Context: an optimization exercise on an open-source flow, tuned for small area, a short achievable clock period and few clock cycles. The choices shown serve that exercise and are no tape-out recipe. Function was checked by simulation only, so behaviour that the tests miss may differ from the original.

==> flow/design.v (excerpt) <==
module postfix_stack_evaluator_core #(
  parameter int STACK_DEPTH = pse_pkg::STACK_DEPTH_DEF
) (
  input  logic                          clk,
  input  logic                          rst,
  input  logic                          s_tvalid,
  output logic                          s_tready,
  input  logic [pse_pkg::S_DATA_W-1:0]  s_tdata,    
  input  logic                          s_tlast,    
  output logic                          m_tvalid,
  input  logic                          m_tready,
  output logic [pse_pkg::M_DATA_W-1:0]  m_tdata,    
  output logic                          m_tlast     
);
clock: 7.0 ns
lec_check: 0
cap_margin: 20
core_margin: 2
core_utilization: 55
cts_buf_list: sky130_fd_sc_hd__clkbuf_16
cts_cluster_diameter: 60
cts_cluster_size: 20
setup_slack_margin: 2.6
slew_margin: 20
synth_memory_max_bits: 8192
run.sh (not shown) runs the stock make flow with config.mk's settings and CLKGATE_MAP_FILE= SYNTH_SCRIPT=/design/flow/synth_recipe.tcl, a recipe that flattens the netlist after the stock synthesis.
The first run passed the timing, design-rule and antenna checks.
Testbench counts at the start, summed over its fixed seeds: cycles 19,624.
Edit:
--- a/flow/config.mk
+++ b/flow/config.mk
@@ -8,9 +8,7 @@
 export CAP_MARGIN = 20
 export CORE_MARGIN = 2
-export CORE_UTILIZATION = 55
-export CTS_BUF_LIST = sky130_fd_sc_hd__clkbuf_16
-export CTS_CLUSTER_DIAMETER = 60
-export CTS_CLUSTER_SIZE = 20
-export SETUP_SLACK_MARGIN = 2.6
+export CORE_UTILIZATION = 58
+export CTS_BUF_LIST = sky130_fd_sc_hd__clkbuf_8
+export SETUP_SLACK_MARGIN = 2.4
 export SLEW_MARGIN = 20
 export SYNTH_MEMORY_MAX_BITS = 8192
Effect: Cell area is lower by 1.9%; global-route usage is higher by 1.4 points.
Edit:
--- a/flow/config.mk
+++ b/flow/config.mk
@@ -8,7 +8,8 @@
 export CAP_MARGIN = 20
 export CORE_MARGIN = 2
-export CORE_UTILIZATION = 58
+export CORE_UTILIZATION = 55
 export CTS_BUF_LIST = sky130_fd_sc_hd__clkbuf_8
-export SETUP_SLACK_MARGIN = 2.4
+export SETUP_SLACK_MARGIN = 2.6
 export SLEW_MARGIN = 20
 export SYNTH_MEMORY_MAX_BITS = 8192
+export TNS_END_PERCENT = 30
What happened: With this change the flow finished but fails on antenna violations; via count increases by 0.84%; die area went up by 5.4%; global-route usage falls by 0.88 points.
Edit:
--- a/flow/config.mk
+++ b/flow/config.mk
@@ -13,3 +13,2 @@
 export SLEW_MARGIN = 20
 export SYNTH_MEMORY_MAX_BITS = 8192
-export TNS_END_PERCENT = 30
Result: Now the flow went through all stages and came out clean. Clock skew fell by 0.0093 ns. Clock-buffer cell count rose by 10. Synthesized area stays the same. Design area barely changes. Routed wire length fell by 0.63%. First-iteration DRC count fell by 8.8%.

* * *

postfix_stack_evaluator_core, a different RTL version from the one above (not shown whole).
For scale: about 14000 cells after synthesis, roughly 4600 flip-flops, roughly 80 I/O pins, about 0.22 mm² of cells after synthesis.
clock: 7.0 ns
lec_check: 0
cap_margin: 20
core_margin: 2
core_utilization: 55
cts_buf_list: sky130_fd_sc_hd__clkbuf_8
setup_slack_margin: 2.0
slew_margin: 20
synth_memory_max_bits: 8192
Testbench counts at the start, summed over its fixed seeds: cycles 19,624.
Then changed:
- CORE_UTILIZATION: 55 -> 65
- SETUP_SLACK_MARGIN: 2.0 -> 2.5
The changed run produced a layout that fails on capacitance limit, slew limit.
Clock-buffer cell count goes down by 34.
Design area is higher by 3.1%.
Core utilization rises by 13 points.
Clock skew is lower by 0.022 ns.
Setup slack improved by 0.030 ns.
Non-clock buffer count grows by 422.
First-iteration DRC count grows by 47%.
Then changed:
- CORE_UTILIZATION: 65 -> 55
- SETUP_SLACK_MARGIN: 2.5 -> 3.0
After rerunning: This time the run ran to the end with no violations. Clock-buffer cell count grows by 49. Final cell count grows by a few percent. Setup slack gets better by 0.19 ns. Maximum frequency grows by a few percent. Routed wire length shrinks by a few percent. Synthesized area does not change.
Then changed:
- SETUP_SLACK_MARGIN: 3.0 -> 2.6
Clock skew rose by 0.0078 ns.
Register-to-register slack stays flat.
Die area stays the same.
Hold slack is better by 0.0084 ns.
Critical path depth went up by 1.
Non-clock buffer count decreases by 238.

* * *

postfix_stack_evaluator_core, a different RTL version from the one above (not shown whole).
For scale: about 12000 cells after synthesis, roughly 4500 flip-flops, roughly 80 I/O pins.
clock: 7.0 ns
lec_check: 0
abc_clock_period_in_ps: 3500
cap_margin: 20
core_margin: 2
core_utilization: 40
setup_slack_margin: 3.0
slew_margin: 20
synth_memory_max_bits: 8192
Testbench counts at the start, summed over its fixed seeds: cycles 22,515.
Change:
Settings changed: ABC_CLOCK_PERIOD_IN_PS 3500 to not set, SETUP_SLACK_MARGIN 3.0 to not set.
Area after synthesis is unchanged. Routed wire length went down by 7.4%. Core utilization came out lower by 3.2 points. Sequential share of layout area rises by 3.8 points. Clock skew shrinks by 39 ps. Clock-buffer cell count climbs by 21. Worst hold slack gets worse by 7.2 ps. First-iteration DRC count goes down by 11%. Cell area went down by 6.6%.

* * *

postfix_stack_evaluator_core, a different RTL version from the one above (not shown whole).
Size in the first run: roughly 220000 µm² of cells after synthesis.
make LEC_CHECK=0 CAP_MARGIN=20 CORE_MARGIN=2 CORE_UTILIZATION=60 CTS_BUF_LIST=sky130_fd_sc_hd__clkbuf_8 SETUP_SLACK_MARGIN=2.5 SLEW_MARGIN=20 SYNTH_MEMORY_MAX_BITS=8192 finish   # period 7.0 ns
Testbench counts at the start, summed over its fixed seeds: cycles 19,624.
Next try:
CORE_UTILIZATION = 55   (was 60)
SETUP_SLACK_MARGIN = 2.6   (was 2.5)
Result: The changed run ran to the end with no violations; register-to-register slack improved by 0.03 ns; via count is about the same; synthesized area stays the same; die area is higher by roughly a tenth; setup slack improved by 0.035 ns; final cell count is higher by a few percent.

==> separate check: timing with driven ports <==
How much do the figures lean on ideal ports? The routed layouts below were timed once more, with nothing changed but the port constraints.
Step 1 (the two cells are an assumption about what drives the block):
set clk [get_ports {clk}]
set_driving_cell -lib_cell sky130_fd_sc_hd__clkbuf_16 $clk
set_driving_cell -lib_cell sky130_fd_sc_hd__buf_2 [delete_from_list [all_inputs] $clk]
Step 2 times the ports against the registers' clock, not the clock port: input delays grow and output delays shrink by t, the midpoint of the rising clock arrivals with the driver on.
Three values: ideal, step 1, step 2; two values: the first two.
| run | shift t [ns] | setup WS [ns] | worst register clock-pin slew, ns | worst slew at a driven data input, ns | cell pins on the clock port's net |
|---|---|---|---|---|---|
| the first run of note 1 | 1.117 | 2.230 / 2.230 / 1.747 | 0.09 / 0.09 | 0.28 | 1 |
| the second run of note 1 | 1.337 | 2.285 / 2.285 / 1.387 | 0.09 / 0.09 | 0.05 | 1 |
| the third run of note 1 | 1.317 | 2.167 / 2.167 / 1.454 | 0.07 / 0.07 | 0.06 | 1 |
| the fourth run of note 1 | 1.373 | 2.260 / 2.260 / 1.516 | 0.07 / 0.07 | 0.28 | 1 |
| the first run of note 2 | 1.324 | 1.965 / 1.965 / 1.293 | 0.08 / 0.08 | 0.05 | 1 |
| the second run of note 2 | 1.369 | 1.995 / 1.995 / 1.576 | 0.09 / 0.09 | 0.05 | 1 |
| the third run of note 2 | 1.337 | 2.185 / 2.185 / 1.646 | 0.09 / 0.09 | 0.07 | 1 |
| the fourth run of note 2 | 1.359 | 2.200 / 2.200 / 1.557 | 0.08 / 0.08 | 0.06 | 1 |
| the first run of note 3 | 1.143 | 1.250 / 1.250 / 1.250 | 0.07 / 0.07 | 0.23 | 1 |
| the second run of note 3 | 1.129 | 0.568 / 0.568 / 0.568 | 0.07 / 0.07 | 0.12 | 1 |
| the first run of note 4 | 1.395 | 2.016 / 2.016 / 1.595 | 0.07 / 0.07 | 0.04 | 1 |
| the second run of note 4 | 1.377 | 2.051 / 2.051 / 1.561 | 0.08 / 0.08 | 0.06 | 1 |
For the second run of note 1, which loses most, drivers alone change the setup slack by 0.000 ns; drivers and shift together by -0.898 ns.
